This design comes from an exercise in tuning for a short achievable clock period and few clock cycles on the open sky130 flow, not from production work. Function was checked by simulation only, so behaviour that the tests miss may differ from the original. Power figures rest on the tool's default switching activity, not on a simulated workload.

<file path="run.sh">
#!/bin/bash
# synth_recipe.tcl (not shown) runs the flow's synth.tcl, then flattens the netlist and writes it again
# the make line also repeats each setting of config.mk as NAME=value (left out here)
make -C /OpenROAD-flow-scripts/flow DESIGN_CONFIG=/design/flow/config.mk WORK_HOME=/design/flow/orfs CLKGATE_MAP_FILE= SYNTH_SCRIPT=/design/flow/synth_recipe.tcl finish
</file>
<file path="config.mk">
export PLATFORM = sky130hd
export DESIGN_NAME = simt_core
export DESIGN_NICKNAME = simt_core
export VERILOG_FILES = /design/flow/design.v
export SDC_FILE = /design/flow/constraint.sdc
export NUM_CORES = 4
export LEC_CHECK = 0
export CAP_MARGIN = 20
export CORE_MARGIN = 2
export CORE_UTILIZATION = 40
export SLEW_MARGIN = 20
</file>
<file path="constraint.sdc">
create_clock -name core_clock -period 10.0 [get_ports {clk}]
set_input_delay 2.0000 -clock core_clock [delete_from_list [all_inputs] [get_ports {clk}]]
set_output_delay 2.0000 -clock core_clock [all_outputs]
set_load 0.01 [all_outputs]
</file>
<file path="design.v">
localparam int LANES = 4;
localparam int REGS  = 8;
localparam int DW    = 16;
localparam int AW    = 8;
localparam int IW    = 16;
localparam logic [3:0] NOP     = 4'h0;
localparam logic [3:0] ADD     = 4'h1;
localparam logic [3:0] SUB     = 4'h2;
localparam logic [3:0] MUL     = 4'h3;
localparam logic [3:0] AND     = 4'h4;
localparam logic [3:0] SLT     = 4'h5;
localparam logic [3:0] ADDI    = 4'h6;
localparam logic [3:0] STORE   = 4'h7;
localparam logic [3:0] SETMASK = 4'h8;
localparam logic [3:0] JMP     = 4'h9;
localparam logic [3:0] HALT    = 4'hf;
localparam logic [2:0] IDLE    = 3'd0;
localparam logic [2:0] FETCH   = 3'd1;
localparam logic [2:0] DECODE  = 3'd2;
localparam logic [2:0] EXECUTE = 3'd3;
localparam logic [2:0] WAIT    = 3'd4;
localparam logic [2:0] UPDATE  = 3'd5;
localparam logic [2:0] DONE    = 3'd6;
module warp_controller (
    input  logic       clk,
    input  logic       reset,
    input  logic       start_i,
    output logic       done_o,
    input  logic       fetch_done_i,
    input  logic       store_busy_i,
    input  logic [3:0] dec_opcode_i,
    output logic       fetch_req_o,
    output logic       exec_en_o,
    output logic       store_go_o,
    output logic       pc_load_o,
    output logic       pc_update_o
);
localparam int LANES = 4;
localparam int REGS  = 8;
localparam int DW    = 16;
localparam int AW    = 8;
localparam int IW    = 16;
localparam logic [3:0] NOP     = 4'h0;
localparam logic [3:0] ADD     = 4'h1;
localparam logic [3:0] SUB     = 4'h2;
localparam logic [3:0] MUL     = 4'h3;
localparam logic [3:0] AND     = 4'h4;
localparam logic [3:0] SLT     = 4'h5;
localparam logic [3:0] ADDI    = 4'h6;
localparam logic [3:0] STORE   = 4'h7;
localparam logic [3:0] SETMASK = 4'h8;
localparam logic [3:0] JMP     = 4'h9;
localparam logic [3:0] HALT    = 4'hf;
localparam logic [2:0] IDLE    = 3'd0;
localparam logic [2:0] FETCH   = 3'd1;
localparam logic [2:0] DECODE  = 3'd2;
localparam logic [2:0] EXECUTE = 3'd3;
localparam logic [2:0] WAIT    = 3'd4;
localparam logic [2:0] UPDATE  = 3'd5;
localparam logic [2:0] DONE    = 3'd6;
    logic [2:0] state_q;
    logic [2:0] state_d;
    always_comb begin
        state_d = state_q;
        case (state_q)
            IDLE, DONE: begin
                if (start_i) begin
                    state_d = FETCH;
                end
            end
            FETCH: begin
                if (fetch_done_i) begin
                    state_d = DECODE;
                end
            end
            DECODE: begin
                state_d = EXECUTE;
            end
            EXECUTE: begin
                state_d = (dec_opcode_i == STORE) ? WAIT : UPDATE;
            end
            WAIT: begin
                if (!store_busy_i) begin
                    state_d = UPDATE;
                end
            end
            UPDATE: begin
                state_d = (dec_opcode_i == HALT) ? DONE : FETCH;
            end
            default: begin
                state_d = IDLE;
            end
        endcase
    end
    always_ff @(posedge clk) begin
        if (reset) begin
            state_q <= IDLE;
        end else begin
            state_q <= state_d;
        end
    end
    assign pc_load_o   = start_i && (state_q == IDLE || state_q == DONE);
    assign fetch_req_o = (state_q == FETCH);
    assign exec_en_o   = (state_q == EXECUTE);
    assign store_go_o  = (state_q == EXECUTE) && (dec_opcode_i == STORE);
    assign pc_update_o = (state_q == UPDATE);
    assign done_o      = (state_q == DONE);
endmodule
module pc_counter (
    input  logic                        clk,
    input  logic                        reset,
    input  logic [8-1:0] start_pc_i,
    input  logic                        pc_load_i,
    input  logic                        pc_update_i,
    input  logic [3:0]                  dec_opcode_i,
    input  logic [16-1:0] dec_imm_i,
    output logic [8-1:0] pc_o
);
localparam int LANES = 4;
localparam int REGS  = 8;
localparam int DW    = 16;
localparam int AW    = 8;
localparam int IW    = 16;
localparam logic [3:0] NOP     = 4'h0;
localparam logic [3:0] ADD     = 4'h1;
localparam logic [3:0] SUB     = 4'h2;
localparam logic [3:0] MUL     = 4'h3;
localparam logic [3:0] AND     = 4'h4;
localparam logic [3:0] SLT     = 4'h5;
localparam logic [3:0] ADDI    = 4'h6;
localparam logic [3:0] STORE   = 4'h7;
localparam logic [3:0] SETMASK = 4'h8;
localparam logic [3:0] JMP     = 4'h9;
localparam logic [3:0] HALT    = 4'hf;
localparam logic [2:0] IDLE    = 3'd0;
localparam logic [2:0] FETCH   = 3'd1;
localparam logic [2:0] DECODE  = 3'd2;
localparam logic [2:0] EXECUTE = 3'd3;
localparam logic [2:0] WAIT    = 3'd4;
localparam logic [2:0] UPDATE  = 3'd5;
localparam logic [2:0] DONE    = 3'd6;
    logic [AW-1:0] pc_q;
    always_ff @(posedge clk) begin
        if (reset) begin
            pc_q <= '0;
        end else if (pc_load_i) begin
            pc_q <= start_pc_i;
        end else if (pc_update_i) begin
            if (dec_opcode_i == JMP) begin
                pc_q <= pc_q + dec_imm_i[AW-1:0];
            end else begin
                pc_q <= pc_q + 1'b1;
            end
        end
    end
    assign pc_o = pc_q;
endmodule
module fetch_decode (
    input  logic                         clk,
    input  logic                         reset,
    input  logic                         fetch_req_i,
    input  logic [8-1:0]  pc_i,
    output logic                         imem_valid_o,
    output logic [8-1:0]  imem_addr_o,
    input  logic                         imem_ready_i,
    input  logic [16-1:0] imem_data_i,
    output logic                         fetch_done_o,
    output logic [3:0]                   dec_opcode_o,
    output logic [2:0]                   dec_rd_o,
    output logic [2:0]                   dec_rs1_o,
    output logic [2:0]                   dec_rs2_o,
    output logic [16-1:0]  dec_imm_o,
    output logic                         dec_reg_write_o
);
localparam int LANES = 4;
localparam int REGS  = 8;
localparam int DW    = 16;
localparam int AW    = 8;
localparam int IW    = 16;
localparam logic [3:0] NOP     = 4'h0;
localparam logic [3:0] ADD     = 4'h1;
localparam logic [3:0] SUB     = 4'h2;
localparam logic [3:0] MUL     = 4'h3;
localparam logic [3:0] AND     = 4'h4;
localparam logic [3:0] SLT     = 4'h5;
localparam logic [3:0] ADDI    = 4'h6;
localparam logic [3:0] STORE   = 4'h7;
localparam logic [3:0] SETMASK = 4'h8;
localparam logic [3:0] JMP     = 4'h9;
localparam logic [3:0] HALT    = 4'hf;
localparam logic [2:0] IDLE    = 3'd0;
localparam logic [2:0] FETCH   = 3'd1;
localparam logic [2:0] DECODE  = 3'd2;
localparam logic [2:0] EXECUTE = 3'd3;
localparam logic [2:0] WAIT    = 3'd4;
localparam logic [2:0] UPDATE  = 3'd5;
localparam logic [2:0] DONE    = 3'd6;
    logic [IW-1:0] ir_q;
    assign imem_valid_o = fetch_req_i;
    assign imem_addr_o  = pc_i;
    assign fetch_done_o = fetch_req_i && imem_ready_i;
    always_ff @(posedge clk) begin
        if (reset) begin
            ir_q <= '0;
        end else if (fetch_done_o) begin
            ir_q <= imem_data_i;
        end
    end
    always_comb begin
        case (ir_q[15:12])
            ADD, SUB, MUL, AND, SLT, ADDI, STORE, SETMASK, JMP, HALT: begin
                dec_opcode_o = ir_q[15:12];
            end
            default: begin
                dec_opcode_o = NOP;
            end
        endcase
    end
    assign dec_rd_o  = ir_q[11:9];
    assign dec_rs1_o = ir_q[8:6];
    assign dec_rs2_o = ir_q[5:3];
    assign dec_imm_o = {{(DW - 6){ir_q[5]}}, ir_q[5:0]};
    assign dec_reg_write_o = (dec_opcode_o == ADD) || (dec_opcode_o == SUB) ||
                             (dec_opcode_o == MUL) || (dec_opcode_o == AND) ||
                             (dec_opcode_o == SLT) || (dec_opcode_o == ADDI);
endmodule
module vector_reg_file (
    input  logic                                     clk,
    input  logic                                     reset,
    input  logic [2:0]                               dec_rd_i,
    input  logic [2:0]                               dec_rs1_i,
    input  logic [2:0]                               dec_rs2_i,
    input  logic                                     dec_reg_write_i,
    input  logic                                     exec_en_i,
    input  logic [4-1:0]                   mask_i,
    input  logic [4*16-1:0]  wdata_i,
    output logic [4*16-1:0]  rs1_data_o,
    output logic [4*16-1:0]  rs2_data_o,
    output logic [4*16-1:0]  rd_data_o
);
localparam int LANES = 4;
localparam int REGS  = 8;
localparam int DW    = 16;
localparam int AW    = 8;
localparam int IW    = 16;
localparam logic [3:0] NOP     = 4'h0;
localparam logic [3:0] ADD     = 4'h1;
localparam logic [3:0] SUB     = 4'h2;
localparam logic [3:0] MUL     = 4'h3;
localparam logic [3:0] AND     = 4'h4;
localparam logic [3:0] SLT     = 4'h5;
localparam logic [3:0] ADDI    = 4'h6;
localparam logic [3:0] STORE   = 4'h7;
localparam logic [3:0] SETMASK = 4'h8;
localparam logic [3:0] JMP     = 4'h9;
localparam logic [3:0] HALT    = 4'hf;
localparam logic [2:0] IDLE    = 3'd0;
localparam logic [2:0] FETCH   = 3'd1;
localparam logic [2:0] DECODE  = 3'd2;
localparam logic [2:0] EXECUTE = 3'd3;
localparam logic [2:0] WAIT    = 3'd4;
localparam logic [2:0] UPDATE  = 3'd5;
localparam logic [2:0] DONE    = 3'd6;
    localparam int LANE_REG = REGS - 1;
    logic [DW-1:0] regs_q [LANES*LANE_REG];
    always_ff @(posedge clk) begin
        if (reset) begin
            for (int i = 0; i < LANES * LANE_REG; i++) begin
                regs_q[i] <= '0;
            end
        end else if (exec_en_i && dec_reg_write_i && dec_rd_i != 3'(LANE_REG)) begin
            for (int l = 0; l < LANES; l++) begin
                if (mask_i[l]) begin
                    regs_q[l * LANE_REG + int'(dec_rd_i)] <= wdata_i[l*DW +: DW];
                end
            end
        end
    end
    always_comb begin
        for (int l = 0; l < LANES; l++) begin
            rs1_data_o[l*DW +: DW] = (dec_rs1_i == 3'(LANE_REG)) ? DW'(l) :
                                     regs_q[l * LANE_REG + int'(dec_rs1_i)];
            rs2_data_o[l*DW +: DW] = (dec_rs2_i == 3'(LANE_REG)) ? DW'(l) :
                                     regs_q[l * LANE_REG + int'(dec_rs2_i)];
            rd_data_o[l*DW +: DW]  = (dec_rd_i == 3'(LANE_REG)) ? DW'(l) :
                                     regs_q[l * LANE_REG + int'(dec_rd_i)];
        end
    end
endmodule
module lane_execute (
    input  logic                                     clk,
    input  logic                                     reset,
    input  logic [3:0]                               dec_opcode_i,
    input  logic [16-1:0]              dec_imm_i,
    input  logic                                     exec_en_i,
    input  logic                                     pc_load_i,
    input  logic [4*16-1:0]  rs1_data_i,
    input  logic [4*16-1:0]  rs2_data_i,
    output logic [4*16-1:0]  result_o,
    output logic [4-1:0]                   mask_o
);
localparam int LANES = 4;
localparam int REGS  = 8;
localparam int DW    = 16;
localparam int AW    = 8;
localparam int IW    = 16;
localparam logic [3:0] NOP     = 4'h0;
localparam logic [3:0] ADD     = 4'h1;
localparam logic [3:0] SUB     = 4'h2;
localparam logic [3:0] MUL     = 4'h3;
localparam logic [3:0] AND     = 4'h4;
localparam logic [3:0] SLT     = 4'h5;
localparam logic [3:0] ADDI    = 4'h6;
localparam logic [3:0] STORE   = 4'h7;
localparam logic [3:0] SETMASK = 4'h8;
localparam logic [3:0] JMP     = 4'h9;
localparam logic [3:0] HALT    = 4'hf;
localparam logic [2:0] IDLE    = 3'd0;
localparam logic [2:0] FETCH   = 3'd1;
localparam logic [2:0] DECODE  = 3'd2;
localparam logic [2:0] EXECUTE = 3'd3;
localparam logic [2:0] WAIT    = 3'd4;
localparam logic [2:0] UPDATE  = 3'd5;
localparam logic [2:0] DONE    = 3'd6;
    logic [LANES-1:0] mask_q;
    always_comb begin
        for (int l = 0; l < LANES; l++) begin
            case (dec_opcode_i)
                ADD:         result_o[l*DW +: DW] = rs1_data_i[l*DW +: DW] + rs2_data_i[l*DW +: DW];
                SUB:         result_o[l*DW +: DW] = rs1_data_i[l*DW +: DW] - rs2_data_i[l*DW +: DW];
                MUL:         result_o[l*DW +: DW] = rs1_data_i[l*DW +: DW] * rs2_data_i[l*DW +: DW];
                AND:         result_o[l*DW +: DW] = rs1_data_i[l*DW +: DW] & rs2_data_i[l*DW +: DW];
                SLT: begin
                    result_o[l*DW +: DW] = ($signed(rs1_data_i[l*DW +: DW]) <
                                            $signed(rs2_data_i[l*DW +: DW])) ? DW'(1) : DW'(0);
                end
                ADDI, STORE: result_o[l*DW +: DW] = rs1_data_i[l*DW +: DW] + dec_imm_i;
                default:     result_o[l*DW +: DW] = '0;
            endcase
        end
    end
    always_ff @(posedge clk) begin
        if (reset || pc_load_i) begin
            mask_q <= '1;
        end else if (exec_en_i && dec_opcode_i == SETMASK) begin
            for (int l = 0; l < LANES; l++) begin
                mask_q[l] <= rs1_data_i[l*DW];
            end
        end
    end
    assign mask_o = mask_q;
endmodule
module store_unit (
    input  logic                                     clk,
    input  logic                                     reset,
    input  logic                                     store_go_i,
    input  logic [4-1:0]                   mask_i,
    input  logic [4*16-1:0]  addr_i,
    input  logic [4*16-1:0]  data_i,
    output logic                                     store_busy_o,
    output logic [4-1:0]                   dmem_wvalid_o,
    output logic [4*8-1:0]  dmem_waddr_o,
    output logic [4*16-1:0]  dmem_wdata_o,
    input  logic [4-1:0]                   dmem_wready_i
);
localparam int LANES = 4;
localparam int REGS  = 8;
localparam int DW    = 16;
localparam int AW    = 8;
localparam int IW    = 16;
localparam logic [3:0] NOP     = 4'h0;
localparam logic [3:0] ADD     = 4'h1;
localparam logic [3:0] SUB     = 4'h2;
localparam logic [3:0] MUL     = 4'h3;
localparam logic [3:0] AND     = 4'h4;
localparam logic [3:0] SLT     = 4'h5;
localparam logic [3:0] ADDI    = 4'h6;
localparam logic [3:0] STORE   = 4'h7;
localparam logic [3:0] SETMASK = 4'h8;
localparam logic [3:0] JMP     = 4'h9;
localparam logic [3:0] HALT    = 4'hf;
localparam logic [2:0] IDLE    = 3'd0;
localparam logic [2:0] FETCH   = 3'd1;
localparam logic [2:0] DECODE  = 3'd2;
localparam logic [2:0] EXECUTE = 3'd3;
localparam logic [2:0] WAIT    = 3'd4;
localparam logic [2:0] UPDATE  = 3'd5;
localparam logic [2:0] DONE    = 3'd6;
    logic [LANES-1:0]    pending_q;
    logic [LANES*AW-1:0] addr_q;
    logic [LANES*DW-1:0] data_q;
    always_ff @(posedge clk) begin
        if (reset) begin
            pending_q <= '0;
        end else if (store_go_i) begin
            pending_q <= mask_i;
        end else begin
            pending_q <= pending_q & ~dmem_wready_i;
        end
    end
    always_ff @(posedge clk) begin
        for (int l = 0; l < LANES; l++) begin
            if (store_go_i && mask_i[l]) begin
                addr_q[l*AW +: AW] <= addr_i[l*DW +: AW];
                data_q[l*DW +: DW] <= data_i[l*DW +: DW];
            end
        end
    end
    assign dmem_wvalid_o = pending_q;
    assign dmem_waddr_o  = addr_q;
    assign dmem_wdata_o  = data_q;
    assign store_busy_o  = |pending_q;
endmodule
module simt_core (
    input  logic                                     clk,
    input  logic                                     reset,
    input  logic                                     start_i,
    input  logic [8-1:0]              start_pc_i,
    output logic                                     done_o,
    output logic                                     imem_valid_o,
    output logic [8-1:0]              imem_addr_o,
    input  logic                                     imem_ready_i,
    input  logic [16-1:0]             imem_data_i,
    output logic [4-1:0]                   dmem_wvalid_o,
    output logic [4*8-1:0]  dmem_waddr_o,
    output logic [4*16-1:0]  dmem_wdata_o,
    input  logic [4-1:0]                   dmem_wready_i
);
localparam int LANES = 4;
localparam int REGS  = 8;
localparam int DW    = 16;
localparam int AW    = 8;
localparam int IW    = 16;
localparam logic [3:0] NOP     = 4'h0;
localparam logic [3:0] ADD     = 4'h1;
localparam logic [3:0] SUB     = 4'h2;
localparam logic [3:0] MUL     = 4'h3;
localparam logic [3:0] AND     = 4'h4;
localparam logic [3:0] SLT     = 4'h5;
localparam logic [3:0] ADDI    = 4'h6;
localparam logic [3:0] STORE   = 4'h7;
localparam logic [3:0] SETMASK = 4'h8;
localparam logic [3:0] JMP     = 4'h9;
localparam logic [3:0] HALT    = 4'hf;
localparam logic [2:0] IDLE    = 3'd0;
localparam logic [2:0] FETCH   = 3'd1;
localparam logic [2:0] DECODE  = 3'd2;
localparam logic [2:0] EXECUTE = 3'd3;
localparam logic [2:0] WAIT    = 3'd4;
localparam logic [2:0] UPDATE  = 3'd5;
localparam logic [2:0] DONE    = 3'd6;
    logic             fetch_req;
    logic             fetch_done;
    logic             exec_en;
    logic             store_go;
    logic             store_busy;
    logic             pc_load;
    logic             pc_update;
    logic [AW-1:0]    pc;
    logic [LANES-1:0] mask;
    logic [LANES*DW-1:0] rs1_data;
    logic [LANES*DW-1:0] rs2_data;
    logic [LANES*DW-1:0] rd_data;
    logic [LANES*DW-1:0] result;
    logic [3:0]    dec_opcode;
    logic [2:0]    dec_rd;
    logic [2:0]    dec_rs1;
    logic [2:0]    dec_rs2;
    logic [DW-1:0] dec_imm;
    logic          dec_reg_write;
    warp_controller u_ctrl (
        .clk          (clk),
        .reset        (reset),
        .start_i      (start_i),
        .done_o       (done_o),
        .fetch_done_i (fetch_done),
        .store_busy_i (store_busy),
        .dec_opcode_i (dec_opcode),
        .fetch_req_o  (fetch_req),
        .exec_en_o    (exec_en),
        .store_go_o   (store_go),
        .pc_load_o    (pc_load),
        .pc_update_o  (pc_update)
    );
    pc_counter u_pc (
        .clk          (clk),
        .reset        (reset),
        .start_pc_i   (start_pc_i),
        .pc_load_i    (pc_load),
        .pc_update_i  (pc_update),
        .dec_opcode_i (dec_opcode),
        .dec_imm_i    (dec_imm),
        .pc_o         (pc)
    );
    fetch_decode u_fetch (
        .clk             (clk),
        .reset           (reset),
        .fetch_req_i     (fetch_req),
        .pc_i            (pc),
        .imem_valid_o    (imem_valid_o),
        .imem_addr_o     (imem_addr_o),
        .imem_ready_i    (imem_ready_i),
        .imem_data_i     (imem_data_i),
        .fetch_done_o    (fetch_done),
        .dec_opcode_o    (dec_opcode),
        .dec_rd_o        (dec_rd),
        .dec_rs1_o       (dec_rs1),
        .dec_rs2_o       (dec_rs2),
        .dec_imm_o       (dec_imm),
        .dec_reg_write_o (dec_reg_write)
    );
    vector_reg_file u_regs (
        .clk             (clk),
        .reset           (reset),
        .dec_rd_i        (dec_rd),
        .dec_rs1_i       (dec_rs1),
        .dec_rs2_i       (dec_rs2),
        .dec_reg_write_i (dec_reg_write),
        .exec_en_i       (exec_en),
        .mask_i          (mask),
        .wdata_i         (result),
        .rs1_data_o      (rs1_data),
        .rs2_data_o      (rs2_data),
        .rd_data_o       (rd_data)
    );
    lane_execute u_exec (
        .clk          (clk),
        .reset        (reset),
        .dec_opcode_i (dec_opcode),
        .dec_imm_i    (dec_imm),
        .exec_en_i    (exec_en),
        .pc_load_i    (pc_load),
        .rs1_data_i   (rs1_data),
        .rs2_data_i   (rs2_data),
        .result_o     (result),
        .mask_o       (mask)
    );
    store_unit u_store (
        .clk           (clk),
        .reset         (reset),
        .store_go_i    (store_go),
        .mask_i        (mask),
        .addr_i        (result),
        .data_i        (rd_data),
        .store_busy_o  (store_busy),
        .dmem_wvalid_o (dmem_wvalid_o),
        .dmem_waddr_o  (dmem_waddr_o),
        .dmem_wdata_o  (dmem_wdata_o),
        .dmem_wready_i (dmem_wready_i)
    );
endmodule
</file>
==> flow_summary.ini <==
[route]
top_signal_layer_used = met5
drt-initial-drc-count = 8681
avgRoutedWirePerCell_um = 32.8
vias = 56500
dr_wl_met3_mm = 40.2
drt.antenna.violating_nets = 0
route.met2.wl_mm = 120
dr.pass1.iters = 7
drt-met1-wl_mm = 100
drc_errors = 0
drt-total-wl_mm = 279
vias_per_cell = 6.65

[floorplan]
initial_core_util = 0.402
core_area_um2 = 174000
die_x_um = 422
die_y_um = 422
die_area_um2 = 178000
num_io_pins = 142
num_rows = 153

[yosys]
synthXorXnorAreaFrac = 0.0339
postSynth.asyncResetShare = 0
synth_edf_count = 608
synth_top_family_by_area = multiplexers
yosysSeqAreaShare = 0.273
synth_fp_nets = 6912
syn_area_um2 = 69800
syn_inst = 6136
yosys.cell_types.count = 88
synth_ff_type = edfxtp_1
synth-compound-area-share = 0.0957
synth-seq-cells = 649
avgSynthCellArea_um2 = 11.4
yosys.area_share.simple = 0.0890
ys_warn_count = 6
synthAdderAreaFrac = 0.169
synthMuxAreaShare = 0.270

[power_and_ir_drop]
p_leak_nw = 29.0
power.density_nw_per_um2 = 190
vdd_drop_max_uv = 256

[cts]
cts_buffer_depth = 3
cts.sinks = 649
cts_root_buf = clkbuf_16
insertion_delay_ns = 0.71
path_clk_slew_ns = 0.07
htreeDepth = 3
numCtsBuffers = 74
cts_tree = yes

[sta]
rsz0062_at_grt = false
timing.slew.headroom = 0.120
worst_clock_skew_ns = 0.0435
setup_tns_ns = 0
setup_viol = 0
fmax_mhz = 107
final.period_utilization = 0.934
period_needed_ns = 9.34
slew_violations = 0
hold_violations = 0
tightest_slew_ns = 1.32
worst_slack_ns = 0.664

[critical_path]
endpoint_kind = flop
startpoint_type = flop
path_class = reg -> reg
rrSetupSlack_ns = 0.66
worstPathRequired_ns = 10.49
worst-path-max-fanout = 20
crit_arrival_ns = 9.82
ff2ff_path_depth = 26

[placed_design]
dp_cells = 8361
io_buffers = 141
place_ws_ns = 0.683
place_congestion = 0.991
dp_hpwl_mm = 205

[global_route]
grt_first_pass_wirelength_mm = 398
grt_antenna_before_repair = 10
grt_max_degree = 108
grt-ovfl-total = 0
grt.total_usage = 0.307
grt_pass1_vias = 55600

[run]
maxCapViolCount = 0

[cells_and_area]
drive_gt1_frac = 0.198
area_growth_pct = 10.0
nNetsFinal = 6892
finalNonFillerCells = 8504

[hold_path]
worstHoldPathCells = 2
min_path_type = reg -> reg

[status]
status = complete, no violations
placed cells by master, fill, tap and decap left out, types with 14 or more instances in the layout:
cell type | Yosys | layout
mux4_2 | 713 | 713
inv_1 | 661 | 661
edfxtp_1 | 608 | 608
nand2_1 | 508 | 496
nor2_1 | 423 | 421
ha_1 | 415 | 407
o22ai_1 | 345 | 345
fa_1 | 329 | 329
buf_4 | 25 | 218
xnor2_1 | 202 | 202
a21oi_1 | 206 | 195
o21ai_0 | 185 | 185
mux2i_1 | 157 | 157
clkdlybuf4s50_1 | 0 | 140
nor2b_1 | 127 | 127
clkbuf_16 | 0 | 78
nand3_1 | 71 | 65
nand2b_1 | 61 | 58
and2_1 | 52 | 49
xor2_1 | 51 | 49
mux4_1 | 43 | 43
o21bai_1 | 38 | 38
nor3_1 | 38 | 36
a21o_1 | 34 | 34
dfxtp_1 | 41 | 31
a211oi_1 | 29 | 27
or2_2 | 26 | 26
and3_1 | 23 | 23
or3_1 | 23 | 23
a222oi_1 | 18 | 18
a22oi_1 | 16 | 16
o22ai_2 | 15 | 15
clkinv_1 | 8 | 14
area by class of cell:
type | count | area (um^2)
multi-input cells | 4347 | 46300
inverters | 672 | 2520
fillers | 16200 | 96900
repair buffers | 372 | 3300
well taps | 2325 | 2910
flip-flops and latches | 649 | 19100
diodes | 2 | 5.00
clock inverters | 53 | 627
clock buffers | 84 | 1950
sequential cells by signal (all words and copies together) (netlist names), named ones only:
signal / count
u_exec.mask_q: 4
u_store.pending_q: 4
u_regs.regs_q: 512
u_fetch.ir_q: 16
u_ctrl.state_q: 3
u_store.data_q: 64
u_pc.pc_q: 8
u_store.addr_q: 32
metal layers:
layer | global-route usage | vias to the layer above
li1 | - | 22700
met1 | 0.389 | 28500
met2 | 0.451 | 4430
met3 | 0.117 | 883
met4 | 0.172 | 6
met5 | 0 | -
repair_timing:
action / CTS / global route
endpoints found under the setup margin: 0 / 17
buffers inserted: 0 / 0
resized for setup: 0 / 1
hold buffers: 0 / 0
power by group:
| part | leakage [nW] | internal [mW] | switching (mW) |
|---|---|---|---|
| Sequential | 6.45 | 3.05 | 0.140 |
| Clock | 1.26 | 1.69 | 1.32 |
| Combinational | 21.3 | 3.42 | 4.98 |
| Total | 29.0 | 8.17 | 6.44 |
through the flow:
step | power (mW) | area (um^2) | hold WS [ns] | util
6_report | 14.6 | 76800 | 0.482 | 0.442
5_1_grt | 15.6 | 76800 | 0.491 | 0.442
4_1_cts | 14.5 | 76600 | 0.482 | 0.441
3_5_place_dp | 11.5 | 74000 | 0.473 | 0.426
3_3_place_gp | 11.4 | 74000 | 0.457 | 0.426
2_1_floorplan | 9.02 | 69800 | 0.445 | -
cells by family after synthesis:
kind of cell | Yosys count
AO/OA/AOI/OAI | 1040
multiplexers | 922
XOR/XNOR | 260
buffers and inverters | 1140
adder cells (fa/ha/maj) | 744
AND/OR/NAND/NOR | 1381
flip-flops | 649
cell usage after synthesis, types with 39 or more instances:
cell type,count,share of area
xnor2_1,202,0.025
buf_1,39,0.0021
nand2b_1,61,0.0055
mux4_2,713,0.23
buf_2,45,0.0032
dfxtp_1,41,0.012
mux2i_1,157,0.023
nand2_1,508,0.027
o22ai_1,345,0.031
a21oi_1,206,0.015
inv_1,661,0.036
xor2_1,51,0.0064
and2_1,52,0.0047
clkbuf_1,320,0.017
nor2b_1,127,0.011
ha_1,415,0.074
fa_1,329,0.094
edfxtp_1,608,0.26
nor2_1,423,0.023
nand3_1,71,0.0051
o21ai_0,185,0.013
mux4_1,43,0.016
worst max-delay path, cell delays in order, from the launching register on:
cell and delay, ns:
dfxtp_1 0.77, inv_1 0.19, ha_2 0.65, mux4_2 0.28, mux4_2 0.36, nor2b_1 0.73, clkinv_1 0.52, nor2_1 0.24
fa_1 0.47, fa_1 0.51, ha_1 0.21, fa_1 0.48, inv_1 0.05, fa_1 0.48, fa_1 0.49, inv_1 0.04
ha_1 0.30, o21ai_0 0.13, a21boi_0 0.15, o21ai_0 0.27, a21oi_1 0.14, o41a_1 0.47, or3_1 0.41, a21oi_1 0.24
nor3_4 0.09, buf_4 0.24, o22ai_1 0.17
path summary, 6_finish.rpt:
path | endpoint | startpoint
max | u_regs.regs_q[21][15] | u_fetch.ir_q[5]
min | u_fetch.ir_q[2] | u_fetch.ir_q[2]
max reg2reg | u_regs.regs_q[21][15] | u_fetch.ir_q[5]
min reg2reg | u_fetch.ir_q[2] | u_fetch.ir_q[2]
Testbench counts, summed over its fixed seeds: cycles 187,057.

[static timing again, ports no longer ideal]
Ports are ideal in the flow. The routed layout listed here was re-timed in OpenROAD. Step 1 sets driving cells, clkbuf_16 on the clock port and buf_2 on the other inputs (assumed; they add their load-dependent delay and slew). Step 2 times the ports against the registers' clock, not the clock port: input delays grow and output delays shrink by t, the midpoint of the rising clock arrivals with the driver on. a / b / c = no drivers / after step 1 / after step 2; a / b = the first two.
t (ns): 0.755
setup WS [ns]: 0.664 / 0.664 / 0.664
latest minus earliest clock arrival (ns): 0.044 / 0.044
After both steps this run still meets setup and hold. The setup slack of this run moves by 0.000 ns with the drivers and by 0.000 ns with both steps.
